This is an optimization exercise on Yosys and OpenROAD, whose aim is small area, a short achievable clock period and few clock cycles per item, not a production implementation. Only simulation tests tie the RTL to the original design; equivalence was not proved. No activity file was given, so power comes from the tool's default toggle rates.

Design signed_int_to_radix_digits, start of the top module:
module signed_int_to_radix_digits #(
  parameter int MAX_BASE = sirdig_pkg::MAX_BASE_DEF
) (
  input  logic                                  clk,
  input  logic                                  rst_n,
  input  logic                                  start,
  output logic                                  busy,
  input  logic signed [sirdig_pkg::VAL_W-1:0]   in_value,
  output logic                                  out_strobe,
  output logic [sirdig_pkg::CHAR_W-1:0]         out_character,
  output logic                                  out_last,
  input  logic                                  psel,
  input  logic                                  penable,
  input  logic                                  pwrite,
  input  logic [sirdig_pkg::CFG_ADDR_W-1:0]     paddr,
  input  logic [sirdig_pkg::CFG_DATA_W-1:0]     pwdata,
  output logic [sirdig_pkg::CFG_DATA_W-1:0]     prdata,
  output logic                                  pready
);
For scale: roughly 4900 cells after synthesis, about 180 I/O pins, roughly 38000 sq um of cells after synthesis.
Settings: LEC_CHECK=0, ABC_AREA=1, CAP_MARGIN=20, CORE_MARGIN=2, CORE_UTILIZATION=40, SETUP_SLACK_MARGIN=3.5, SLEW_MARGIN=20; clock period 8.0 ns.
run.sh (not shown) runs the stock make flow with config.mk's settings and CLKGATE_MAP_FILE= SYNTH_SCRIPT=/design/flow/synth_recipe.tcl, a recipe that flattens the netlist after the stock synthesis.
Testbench counts at the start, summed over its fixed seeds: cycles 30,157, items 3,078.
==> next run, changes <==
--- a/flow/design.v
+++ b/flow/design.v
@@ -829,72 +829,68 @@
   assign x_free[0] = sv[NS-2] && sf[NS-2] && !st[NS-2];
   assign x_free[1] = sv[NS-2] && sf[NS-2] &&  st[NS-2];
   logic [3:0]       d_neg;
   logic [3:0][SW-1:0] d_top;
   logic [3:0][1:0]    d_sub;     
   logic [3:0]    slot_r [NSLOT];
   logic [SW-1:0] wp_r;
   logic [3:0]    wdig;
   logic          wspur;
   assign wdig  = su[NS-1] - dlt_r;
-  assign wspur = sl[NS-1] && !sf[NS-1] && (su[NS-1] == dlt_r);    
+  assign wspur = sl[NS-1] && !sf[NS-1] && (wdig == 4'd0);
   always_ff @(posedge clk) begin
     if (sv[NS-1] && !wspur) begin
       slot_r[wp_r] <= wdig;
     end
   end
   logic          act_r, sgn_r;
   logic [SW-1:0] rp_r, bp_r, nbase_r;
   logic [1:0]    sub_r;
   logic [SW-1:0] curn_r;
   logic [3:0]    rdig, idx;
-  logic          r_lastbeat, item_end, ready, load, byp;
-  logic [SW-1:0] ltop, lcnt, wtop;
-  logic [1:0]    lsub;
+  logic          r_lastbeat, item_end, ready, load;
+  logic [SW-1:0] ltop, lcnt;
   logic [1:0]    wsub;
   logic [5:0]    freed;
-  logic [SW-1:0] skipn_r;
   assign rdig       = slot_r[rp_r];
   assign r_lastbeat = (rp_r == bp_r) && (sub_r == 2'd0);
   assign item_end   = act_r && !sgn_r && r_lastbeat;
-  assign wtop       = wspur ? (wp_r - SW'(1)) : wp_r;
-  assign byp        = (cmp_p == pop_p) && sv[NS-1] && sl[NS-1];
-  assign ready      = ((cmp_p != pop_p) || byp) && chk_done;
+  assign ready      = (cmp_p != pop_p) && chk_done;
   assign load       = ready && (!act_r || item_end);
-  assign ltop       = byp ? wtop : d_top[pop_p[1:0]];
-  assign lsub       = byp ? wsub : d_sub[pop_p[1:0]];
+  assign ltop       = d_top[pop_p[1:0]];
   assign lcnt       = ltop - nbase_r + SW'(1);
   always_comb begin
     if (m2_r)      idx = {3'b0, rdig[sub_r]};
     else if (m4_r) idx = {2'b0, sub_r[0] ? rdig[3:2] : rdig[1:0]};
     else           idx = rdig;
     if (m2_r)      wsub = wdig[3] ? 2'd3 : wdig[2] ? 2'd2 : wdig[1] ? 2'd1 : 2'd0;
     else if (m4_r) wsub = (wdig[3:2] != 2'd0) ? 2'd1 : 2'd0;
     else           wsub = 2'd0;
     alph_sel = chk_done ? idx : chk_row;
-    freed = item_end ? 6'(curn_r) : 6'd0;
+    freed = '0;
+    if (item_end) freed = freed + 6'(curn_r);
+    if (load && !chk_ok) freed = freed + 6'(lcnt);
   end
   logic                  out_strobe_r;
   logic [sirdig_pkg::CHAR_W-1:0] out_character_r;
   logic                  out_last_r;
   assign flush_n = rst_n && !cfg_wr;
   always_ff @(posedge clk) begin
     if (!flush_n) begin
       xf_r    <= '0;
       xs_r    <= '0;
       wr_p    <= 1'b0;
       rd_p    <= 1'b0;
       icnt_r  <= '0;
       nw_r    <= 1'b0;
       xdv_r   <= '0;
       occ_r   <= '0;
-      skipn_r <= '0;
       push_p  <= '0;
       cmp_p   <= '0;
       pop_p   <= '0;
       wp_r    <= '0;
       act_r   <= 1'b0;
       sgn_r   <= 1'b0;
       nbase_r <= '0;
       out_strobe_r <= 1'b0;
     end else begin
       for (int k = 0; k < 2; k++) begin
@@ -910,26 +906,25 @@
       end
       if (istart) begin
         xs_r[rd_p]               <= 1'b1;
         rd_p                     <= !rd_p;
         icnt_r                   <= nde - 6'd1;
         d_neg[push_p[1:0]]       <= xn_r[rd_p];
         push_p                   <= push_p + 3'd1;
       end else if (issue) begin
         icnt_r <= icnt_r - 6'd1;
       end
-      occ_r   <= occ_r + 6'(issue) - 6'(sv[NS-1] && wspur) - freed - 6'(skipn_r);
-      skipn_r <= (load && !chk_ok) ? lcnt : '0;
+      occ_r <= occ_r + 6'(issue) - 6'(sv[NS-1] && wspur) - freed;
       if (sv[NS-1]) begin
         if (!wspur) wp_r <= wp_r + SW'(1);
         if (sl[NS-1]) begin
-          d_top[cmp_p[1:0]]  <= wtop;
+          d_top[cmp_p[1:0]]  <= wspur ? (wp_r - SW'(1)) : wp_r;
           d_sub[cmp_p[1:0]]  <= wsub;
           cmp_p              <= cmp_p + 3'd1;
         end
       end
       out_strobe_r <= act_r;
       if (act_r) begin
         if (sgn_r) begin
           sgn_r <= 1'b0;
         end else if (!r_lastbeat) begin
           if (sub_r != 2'd0) begin
@@ -942,21 +937,21 @@
       end
       if (item_end) act_r <= 1'b0;
       if (load) begin
         pop_p   <= pop_p + 3'd1;
         nbase_r <= ltop + SW'(1);
         if (chk_ok) begin
           act_r  <= 1'b1;
           sgn_r  <= d_neg[pop_p[1:0]];
           rp_r   <= ltop;
           bp_r   <= nbase_r;
-          sub_r  <= lsub;
+          sub_r  <= d_sub[pop_p[1:0]];
           curn_r <= lcnt;
         end
       end
     end
   end
   always_ff @(posedge clk) begin
     out_character_r <= sgn_r ? sirdig_pkg::MINUS_CHAR : alph_char;
     out_last_r      <= !sgn_r && r_lastbeat;
   end
   assign out_strobe    = out_strobe_r;
Effect: The new run finished with timing, DRC and antenna clean. Cell count hardly moves. Setup slack gains 0.073 ns. Worst hold slack loses 0.0052 ns. Via count is about the same. Die area went down slightly. Design area went up by a few percent. Non-clock buffer count went up by 26. Wire length went up slightly. Sequential share of layout area went down by 0.95 points.
Testbench counts after the change, summed over its fixed seeds: cycles 30,436, items 3,078.

========
Another version of the RTL of signed_int_to_radix_digits (not shown whole).
Size in the first run: about 4700 cells after synthesis, about 580 flip-flops, ~180 I/O pins.
==> flow/config.mk <==
export PLATFORM = sky130hd
export DESIGN_NAME = signed_int_to_radix_digits
export DESIGN_NICKNAME = signed_int_to_radix_digits
export VERILOG_FILES = /design/flow/design.v
export SDC_FILE = /design/flow/constraint.sdc
export NUM_CORES = 4
export LEC_CHECK = 0
export ABC_AREA = 1
export CAP_MARGIN = 20
export CORE_MARGIN = 2
export CORE_UTILIZATION = 40
export SETUP_SLACK_MARGIN = 3.5
export SLEW_MARGIN = 20
==> flow/constraint.sdc <==
create_clock -name core_clock -period 8.0 [get_ports {clk}]
set_input_delay 1.6000 -clock core_clock [delete_from_list [all_inputs] [get_ports {clk}]]
set_output_delay 1.6000 -clock core_clock [all_outputs]
set_load 0.01 [all_outputs]
Testbench counts at the start, summed over its fixed seeds: cycles 30,436, items 3,078.
Change:
--- a/flow/design.v
+++ b/flow/design.v
@@ -513,17 +513,16 @@
 `default_nettype none
 module sirdig_div #(
   parameter int STAGE = 0
 ) (
   input  logic                          clk,
   input  logic                          rst_n,
   input  logic                          v_in,
   input  logic                          first_in,    
-  input  logic                          sel_x,       
   input  logic                          pre_first,   
   input  logic                          pre_tag,     
   input  logic                          tag_in,      
   input  logic                          last_in,     
   input  logic [3:0]                    u_in,
   input  logic [sirdig_pkg::CHUNK-1:0]  xa,          
   input  logic [sirdig_pkg::CHUNK-1:0]  xb,          
   input  logic [3:0]                    k0,
@@ -547,17 +546,17 @@
     c3 = (v[1] & kk[2]) | (v[1] & c2) | (kk[2] & c2);
     add2v = {v[2] ^ kk[3] ^ c3, v[1] ^ kk[2] ^ c2, v[0] ^ kk[1], kk[0]};
   endfunction
   always_comb begin
     logic [3:0] u;
     logic       c;
     logic       x;
     logic [3:0] kk0, kk1;
-    dvd = (STAGE == 0 && sel_x) ? (tag_in ? xb : xa) : q_r;
+    dvd = q_r;
     u   = u_in;
     for (int i = sirdig_pkg::CHUNK - 1; i >= 0; i--) begin
       x        = dvd[i];
       kk0      = x ? k0p : k0;
       kk1      = x ? k1p : k1;
       c        = u[3] | (odd & x & u[2] & u[1] & u[0]);
       q_nxt[i] = c;
       u        = c ? add2v(u[2:0], kk1) : add2v(u[2:0], kk0);
@@ -567,17 +566,17 @@
   always_ff @(posedge clk) begin
     if (!rst_n) begin
       v_out <= 1'b0;
     end else begin
       v_out <= v_in;
     end
   end
   always_ff @(posedge clk) begin
-    if (STAGE != 0 && pre_first) begin
+    if (pre_first) begin
       q_r <= pre_tag ? xb : xa;
     end else if (v_in) begin
       q_r <= q_nxt;
     end
     u_out     <= u_nxt;
     first_out <= first_in;
     tag_out   <= tag_in;
     last_out  <= last_in;
@@ -782,27 +781,29 @@
       i_last = (icnt_r == 6'd1);
     end else if (xf_r[rd_p] && xdv_r[rd_p] && !xs_r[rd_p] && ((push_p - pop_p) != 3'd4) && room) begin
       issue  = 1'b1;
       istart = 1'b1;
       i_last = (nde == 6'd1);
     end
   end
   logic [NS-1:0]      sv, sf, st, sl;
-  logic               sel0_r;      
+  logic               pre0;        
+  logic               rd_nx;       
+  assign pre0  = istart ? (nde == 6'd1) : (issue ? (icnt_r == 6'd1) : (icnt_r == '0));
+  assign rd_nx = istart ? !rd_p : rd_p;
   logic [NS-1:0][3:0] su;
   for (genvar s = 0; s < NS; s++) begin : g_stage
     sirdig_div #(.STAGE(s)) u_stage (
       .clk       (clk),
       .rst_n     (flush_n),
       .v_in      ((s == 0) ? issue  : sv[(s == 0) ? 0 : s-1]),
       .first_in  ((s == 0) ? istart : sf[(s == 0) ? 0 : s-1]),
-      .sel_x     (sel0_r),
-      .pre_first ((s == 0) ? 1'b0 : (s == 1) ? istart : (sv[(s < 2) ? 0 : s-2] && sf[(s < 2) ? 0 : s-2])),
-      .pre_tag   ((s <= 1) ? rd_p : st[(s < 2) ? 0 : s-2]),
+      .pre_first ((s == 0) ? pre0 : (s == 1) ? istart : (sv[(s < 2) ? 0 : s-2] && sf[(s < 2) ? 0 : s-2])),
+      .pre_tag   ((s == 0) ? rd_nx : (s == 1) ? rd_p : st[(s < 2) ? 0 : s-2]),
       .tag_in    ((s == 0) ? rd_p   : st[(s == 0) ? 0 : s-1]),
       .last_in   ((s == 0) ? i_last : sl[(s == 0) ? 0 : s-1]),
       .u_in      ((s == 0) ? dlt_r  : su[(s == 0) ? 0 : s-1]),
       .xa        (xm_r[0][sirdig_pkg::VAL_W-1-CW*s -: CW]),
       .xb        (xm_r[1][sirdig_pkg::VAL_W-1-CW*s -: CW]),
       .k0        (k0_r),
       .k1        (k1_r),
       .k0p       (k0p_r),
@@ -865,17 +866,16 @@
   assign flush_n = rst_n && !cfg_wr;
   always_ff @(posedge clk) begin
     if (!flush_n) begin
       xf_r    <= '0;
       xs_r    <= '0;
       wr_p    <= 1'b0;
       rd_p    <= 1'b0;
       icnt_r  <= '0;
-      sel0_r  <= 1'b1;
       nw_r    <= 1'b0;
       xdv_r   <= '0;
       occ_r   <= '0;
       push_p  <= '0;
       cmp_p   <= '0;
       pop_p   <= '0;
       wp_r    <= '0;
       act_r   <= 1'b0;
@@ -893,22 +893,20 @@
         xs_r[wr_p]  <= 1'b0;
         xdv_r[wr_p] <= 1'b0;
         wr_p        <= !wr_p;
       end
       if (istart) begin
         xs_r[rd_p]               <= 1'b1;
         rd_p                     <= !rd_p;
         icnt_r                   <= nde - 6'd1;
-        sel0_r                   <= (nde == 6'd1);
         d_neg[push_p[1:0]]       <= xn_r[rd_p];
         push_p                   <= push_p + 3'd1;
       end else if (issue) begin
         icnt_r <= icnt_r - 6'd1;
-        sel0_r <= (icnt_r == 6'd1);
       end
       occ_r <= occ_r + 6'(issue) - 6'(sv[NS-1] && wspur) - freed;
       if (sv[NS-1]) begin
         if (!wspur) wp_r <= wp_r + SW'(1);
         if (sl[NS-1]) begin
           d_top[cmp_p[1:0]]  <= wspur ? (wp_r - SW'(1)) : wp_r;
           d_sub[cmp_p[1:0]]  <= wsub;
           cmp_p              <= cmp_p + 3'd1;
What happened:
- The changed run passed the timing, design-rule and antenna checks
- routed wire length shrinks slightly
- first-iteration DRC count goes up by a few percent
- total power goes down by a few percent
- clock-buffer cell count falls by 5
- maximum frequency decreases by a few percent
- sequential power stays flat
- global-route usage came out lower by 0.21 points
- register-to-register slack is worse by 0.19 ns
- synthesized area is about the same
- cell count came out lower slightly
- setup slack gets worse by 0.17 ns
- synthesized cell count went down slightly
- critical path depth goes up by 16
Testbench counts after the change, summed over its fixed seeds: cycles 30,436, items 3,078.

## afterwards: timing with drivers on the ports
How much do the figures lean on ideal ports? The routed layouts below were timed once more, with nothing changed but the port constraints.
Step 1: set_driving_cell puts a clkbuf_16 on clk and a buf_2 on each other input, an assumption about the parent block.
Step 2 also shifts input and output timing later by t, the mid clock arrival at the registers, as if the neighbouring blocks saw the same clock.
a / b / c = ideal ports / drivers / drivers and shift; a / b = the first two.
run	t, ns	setup WS [ns]	worst setup path at the end	pins driven straight from the clock port
the first run of note 1	0.679	3.512 / 3.462 / 3.168	input to register	1
the second run of note 1	0.699	3.586 / 3.556 / 3.162	input to register	1
the first run of note 2	0.678	3.529 / 3.495 / 3.110	input to register	1
the second run of note 2	0.670	3.360 / 3.360 / 3.135	input to register	1
After both steps setup and hold are still met in every run listed. For the second run of note 1, which loses most, drivers alone change the setup slack by -0.030 ns; drivers and shift together by -0.424 ns.
